From an optimization exercise on the open Yosys and OpenROAD flow, aimed at small area; shortcuts taken in it are not production practice. In this exercise RTL edits were held to simulation tests only and were not proved equivalent to the original. Power and IR drop assume default switching activity.

==> build 20: inputs <==
==> flow/design.v <==
`timescale 1ns/1ps
package udp_app_pkg;
    typedef logic [7:0]  byte_t;      
    typedef logic [15:0] pkt_len_t;   
    typedef logic [31:0] pixel_t;     
    typedef logic [15:0] seq_t;       
    typedef struct packed {
        byte_t    data;
        logic     last;   
        pkt_len_t len;    
    } app_beat_t;
    typedef enum logic {IDLE, SEND} tx_state_t;
    typedef enum logic [1:0] {FREE, LOCK_MODE, LOCK_IMG, LOCK_LED} arb_state_t;
    localparam int       DEBOUNCE_CYCLES   = 16;   
    localparam int       DEBOUNCE_CNT_W    = $clog2(DEBOUNCE_CYCLES + 2);
    localparam byte_t    LED_CMD_TAG       = 8'hA5;
    localparam pkt_len_t LED_CMD_LEN       = 16'd4;
    localparam int       LED_PATTERNS      = 4;
    localparam int       LED_IDX_W         = $clog2(LED_PATTERNS);
    localparam pkt_len_t MODE_CMD_LEN      = 16'd2;
    localparam logic [15:0] MODE_CMD_A     = 16'h0001;
    localparam logic [15:0] MODE_CMD_B     = 16'h0003;
    localparam int       IMG_WORDS_PER_PKT = 4;
    localparam pkt_len_t IMG_PKT_LEN       = 16'd18;   
    localparam int       IMG_FIFO_DEPTH    = 16;
    localparam int       IMG_PTR_W         = $clog2(IMG_FIFO_DEPTH);
    localparam int       IMG_CNT_W         = IMG_PTR_W + 1;
endpackage
`timescale 1ns/1ps
module key_debounce (
    input  logic clk_25_out,
    input  logic key1,
    input  logic key,     
    output logic press    
);
    logic       key_meta;
    logic       key_sync;
    logic [4:0] cnt;
    logic       nxt;
    always_ff @(posedge clk_25_out or negedge key1)
    begin
        if (!key1)
        begin
            key_meta <= 1'b1;
            key_sync <= 1'b1;
        end
        else
        begin
            key_meta <= key;
            key_sync <= key_meta;
        end
    end
    always_comb
    begin
        case (cnt)
            5'b00000:  nxt = 1'b1;
            5'b00001:  nxt = 1'b1;
            5'b00011:  nxt = 1'b0;
            5'b00110:  nxt = 1'b0;
            5'b01100:  nxt = 1'b1;
            5'b11001:  nxt = 1'b0;
            5'b10010:  nxt = 1'b0;
            5'b00100:  nxt = 1'b1;
            5'b01001:  nxt = 1'b1;
            5'b10011:  nxt = 1'b1;
            5'b00111:  nxt = 1'b0;
            5'b01110:  nxt = 1'b1;
            5'b11101:  nxt = 1'b0;
            5'b11010:  nxt = 1'b1;
            5'b10101:  nxt = 1'b1;
            5'b01011:  nxt = 1'b1;
            5'b10111:  nxt = 1'b1;
            5'b01111:  nxt = 1'b1;
            5'b11111:  nxt = 1'b1;
            default: nxt = 1'bx;
        endcase
    end
    always_ff @(posedge clk_25_out or negedge key1)
    begin
        if (!key1)
            cnt <= '0;
        else if (key_sync)
            cnt <= '0;
        else
            cnt <= {cnt[3:0], nxt};
    end
    assign press = (cnt == 5'b01111);
endmodule
`timescale 1ns/1ps
`timescale 1ns/1ps
`timescale 1ns/1ps
`timescale 1ns/1ps
`timescale 1ns/1ps
module udp_app_top (
    input  logic                   clk_25_out,
    input  logic                   key1,             
    input  logic                   key2,             
    input  logic                   key3,             
    input  logic                   key4,             
    input  udp_app_pkg::pixel_t    img_word,
    input  logic                   img_word_valid,
    output logic                   img_word_ready,
    output udp_app_pkg::app_beat_t udp_tx,
    output logic                   udp_tx_valid,
    input  logic                   udp_tx_ready,
    output logic                   img_mode
);
    logic key2_press;
    logic key3_press;
    logic key4_press;
    key_debounce u_key2_db (.clk_25_out(clk_25_out), .key1(key1), .key(key2), .press(key2_press));
    key_debounce u_key3_db (.clk_25_out(clk_25_out), .key1(key1), .key(key3), .press(key3_press));
    key_debounce u_key4_db (.clk_25_out(clk_25_out), .key1(key1), .key(key4), .press(key4_press));
    logic [31:0] fifo_mem [16];
    logic [4:0]  wr_ptr;       
    logic [4:0]  rd_ptr;       
    logic        mode_pend;    
    logic        led_pend;
    logic        img_pend;
    logic        use_b;
    logic [1:0]  led_idx;
    logic [15:0] seq;
    logic [1:0]  lock;         
    logic [1:0]  cnt;          
    logic        dph;          
    logic free, g_mode, g_img, g_led, acc, last, toggle, push, pop, start, img_end, mode_end, led_end;
    assign free   = (lock == 2'd0);
    assign g_mode = (lock == 2'd1) || (free && mode_pend);
    assign g_img  = (lock == 2'd2) || (free && !mode_pend && img_mode && img_pend);
    assign g_led  = (lock == 2'd3) || (free && !mode_pend && !img_mode && led_pend);
    assign udp_tx_valid = g_mode || g_img || g_led;
    assign acc    = udp_tx_valid && udp_tx_ready;
    always_comb
    begin
        if (g_img)
            last = dph && (cnt == 2'd1) && (rd_ptr[1:0] == 2'd3);
        else if (g_led)
            last = (cnt == 2'd3);
        else
            last = cnt[0];
    end
    assign toggle = key3_press && !img_pend;
    assign img_word_ready = !((wr_ptr[3:0] == rd_ptr[3:0]) && (wr_ptr[4] != rd_ptr[4]));
    assign push   = img_word_valid && img_word_ready && img_mode;
    assign pop    = acc && g_img && dph && (cnt == 2'd1);
    assign img_end  = acc && g_img && last;
    assign mode_end = acc && g_mode && last;
    assign led_end  = acc && g_led && last;
    assign start  = (wr_ptr[4:2] != rd_ptr[4:2]);    
    logic [15:0]  wsel;
    logic [511:0] mem_flat;
    logic [31:0]  head;
    logic [7:0]   img_byte;
    always_comb
    begin
        for (int i = 0; i < 16; i++)
        begin
            wsel[i] = (rd_ptr[3:0] == 4'(i));
            mem_flat[32 * i +: 32] = fifo_mem[i];
        end
    end
    word_mux u_word_mux (.words(mem_flat), .sel(wsel), .word(head));
    always_comb
    begin
        case ({~cnt[1], cnt[0]})
            2'd0:    img_byte = head[31:24];
            2'd1:    img_byte = head[23:16];
            2'd2:    img_byte = head[15:8];
            default: img_byte = head[7:0];
        endcase
    end
    always_comb
    begin
        udp_tx.last = last;
        udp_tx.len  = {11'd0, g_img, 1'b0, g_led && !g_img, !g_led || g_img, 1'b0};
        if (g_img)
            udp_tx.data = dph ? img_byte : (cnt[0] ? seq[7:0] : seq[15:8]);
        else if (g_led)
            case (cnt)
                2'd0:    udp_tx.data = 8'hA5;
                2'd1:    udp_tx.data = 8'h01;
                2'd2:    udp_tx.data = {6'd0, led_idx};
                default: udp_tx.data = {6'h3f, ~led_idx};
            endcase
        else
            udp_tx.data = cnt[0] ? {6'd0, use_b, 1'b1} : 8'h00;
    end
    always_ff @(posedge clk_25_out)
    begin
        if (push)
            fifo_mem[wr_ptr[3:0]] <= img_word;
    end
    always_ff @(posedge clk_25_out or negedge key1)
    begin
        if (!key1)
        begin
            wr_ptr    <= '0;
            rd_ptr    <= '0;
            mode_pend <= 1'b0;
            led_pend  <= 1'b0;
            img_pend  <= 1'b0;
            use_b     <= 1'b0;
            led_idx   <= '0;
            seq       <= '0;
            img_mode  <= 1'b0;
            lock      <= '0;
            cnt       <= '0;
            dph       <= 1'b0;
        end
        else
        begin
            wr_ptr <= toggle ? 5'd0 : wr_ptr + {4'd0, push};
            rd_ptr <= toggle ? 5'd0 : rd_ptr + {4'd0, pop};
            if (acc && last)
                lock <= 2'd0;
            else if (udp_tx_valid)
                lock <= g_mode ? 2'd1 : g_img ? 2'd2 : 2'd3;
            if (acc)
            begin
                cnt <= last ? 2'd0 : cnt + 1'b1;
                dph <= !last && (dph || cnt[0]);
            end
            if (!mode_pend)
                mode_pend <= key4_press;
            else if (acc && g_mode && last)
            begin
                mode_pend <= 1'b0;
                use_b     <= !use_b;
            end
            if (!led_pend)
            begin
                if (key2_press)
                begin
                    led_pend <= 1'b1;
                    led_idx  <= led_idx + 1'b1;
                end
            end
            else if (acc && g_led && last)
                led_pend <= 1'b0;
            seq <= (toggle && !img_mode) ? 16'd0 : seq + {15'd0, img_end};
            if (!img_pend)
            begin
                if (toggle)
                    img_mode <= !img_mode;
                else if (img_mode && start)
                    img_pend <= 1'b1;
            end
            else if (img_end)
                img_pend <= 1'b0;
        end
    end
endmodule
module word_mux (
    input  logic [511:0] words,
    input  logic [15:0]  sel,
    output logic [31:0]  word
);
    logic [5:0] grp_n [32];
    for (genvar b = 0; b < 32; b++)
    begin : g_bit
        for (genvar g = 0; g < 5; g++)
        begin : g_grp
            aoi222 u_aoi (
                .a0(sel[3 * g]),     .b0(words[32 * (3 * g) + b]),
                .a1(sel[3 * g + 1]), .b1(words[32 * (3 * g + 1) + b]),
                .a2(sel[3 * g + 2]), .b2(words[32 * (3 * g + 2) + b]),
                .y(grp_n[b][g])
            );
        end
        assign grp_n[b][5] = !(sel[15] && words[32 * 15 + b]);
        assign word[b] = !(&grp_n[b]);
    end
endmodule
module aoi222 (
    input  logic a0, b0, a1, b1, a2, b2,
    output logic y
);
    assign y = !((a0 && b0) || (a1 && b1) || (a2 && b2));
endmodule
==> flow/flow/run.sh <==
#!/bin/bash
# The standard layout (the standard.sh, standard synthesis included) with
# two changes: every port is buffered by a plain buf_1 instead of the
# delay-cell buffer buffer_ports picks by default, and clock tree synthesis
# adds no dummy load cells.
set -euo pipefail
export BUFFER_PORTS_ARGS="-buffer_cell sky130_fd_sc_hd__buf_1"
export CTS_ARGS="-sink_clustering_enable -repair_clock_nets -sink_clustering_size 16 -sink_clustering_max_diameter 100 -buf_list sky130_fd_sc_hd__clkbuf_8 -dont_use_dummy_load"
bash standard.sh > layout.log 2>&1
==> flow/standard.sh <==
#!/bin/bash
# synth_recipe.tcl (not shown) runs the flow's synth.tcl, then flattens the netlist and writes it again
# the make line also repeats each setting of config.mk as NAME=value (left out here)
make -C /OpenROAD-flow-scripts/flow DESIGN_CONFIG=/design/flow/config.mk WORK_HOME=/design/flow/orfs CLKGATE_MAP_FILE= SYNTH_SCRIPT=/design/flow/synth_recipe.tcl "${@:-finish}"
==> flow/config.mk <==
export PLATFORM = sky130hd
export DESIGN_NAME = udp_app_top
export DESIGN_NICKNAME = udp_app_top
export VERILOG_FILES = /design/flow/design.v
export SDC_FILE = /design/flow/constraint.sdc
export NUM_CORES = 4
export LEC_CHECK = 0
export CAP_MARGIN = 0
export CORE_MARGIN = 2
export CORE_UTILIZATION = 80
export PLACE_DENSITY = 0.86
export SETUP_SLACK_MARGIN = 0.1
export SLEW_MARGIN = 0
export SYNTH_HIERARCHICAL = 1
==> flow/constraint.sdc <==
create_clock -name core_clock -period 5.0 [get_ports {clk_25_out}]
set_input_delay 1.0000 -clock core_clock [delete_from_list [all_inputs] [get_ports {clk_25_out}]]
set_output_delay 1.0000 -clock core_clock [all_outputs]
set_load 0.01 [all_outputs]
==> inputs of build 36, as changes to build 20 <==
--- a/flow/flow/run.sh
+++ b/flow/flow/run.sh
@@ -7,3 +7,3 @@
 export BUFFER_PORTS_ARGS="-buffer_cell sky130_fd_sc_hd__buf_1"
-export CTS_ARGS="-sink_clustering_enable -repair_clock_nets -sink_clustering_size 16 -sink_clustering_max_diameter 100 -buf_list sky130_fd_sc_hd__clkbuf_8 -dont_use_dummy_load"
+export CTS_ARGS="-sink_clustering_enable -repair_clock_nets -sink_clustering_size 10 -sink_clustering_max_diameter 100 -buf_list sky130_fd_sc_hd__clkbuf_4 -dont_use_dummy_load"
 bash standard.sh > layout.log 2>&1
SETUP_SLACK_MARGIN = 0.05   (was 0.1)
==> qor_table.md <==
| Group | Result | Value |
|:---|:---|:---|
| sta | Least-Margin Pin Slew | 1.18 ns |
| pwr | Share of total power in sequential cells | 59.1% |
| final layout | Util after Layout | 87.1% |
| sta | Worst clock skew | 0.0806 ns |
| setup path | First element of the critical path | rd_ptr[0]$_DFF_PN0_ |
| pwr | Power dissipated in the clock network | 1.97 mW |
| pwr | Net load switching power | 2.55 mW |
| detailed routing | First drt pass iteration count | 10 |
| grt | Vias in the first global route | 12845 |
| setup path | Crit path capture | udp_tx[17] |
| run status | Status | finished clean |
| final layout | Multi-input combinational area share | 18.2% |
# the run above: build 36

==> qor_table.md <==
| Group | Result | Value |
|:---|:---|:---|
| pwr | Share of total power in sequential cells | 59.0% |
| run status | Status | finished clean |
| setup path | Crit path capture | udp_tx[21] |
| pwr | Power dissipated in the clock network | 2.04 mW |
| detailed routing | First drt pass iteration count | 8 |
| final layout | Multi-input combinational area share | 18.1% |
| grt | Vias in the first global route | 12509 |
| sta | Worst clock skew | 0.0284 ns |
| pwr | Net load switching power | 2.48 mW |
| final layout | Util after Layout | 87.1% |
# the run above: build 20

## separate check: timing with driven ports
The flow's constraints put no driver on any port. The routed layouts listed below were extracted and timed again, unchanged, in two steps.
Step 1 sets driving cells, clkbuf_16 on the clock port and buf_2 on the other inputs (assumed; they add their load-dependent delay and slew).
Step 2 times the ports against the registers' clock, not the clock port: input delays grow and output delays shrink by t, the midpoint of the rising clock arrivals with the driver on.
a / b / c = no drivers / after step 1 / after step 2; a / b = the first two.
run	t (ns)	setup slack, ns	clock arrival spread, ns
build 20	0.606	0.143 / 0.095 / 0.701	0.036 / 0.036
build 36	0.738	0.051 / 0.004 / 0.741	0.099 / 0.099
After both steps every run listed still meets setup and hold.
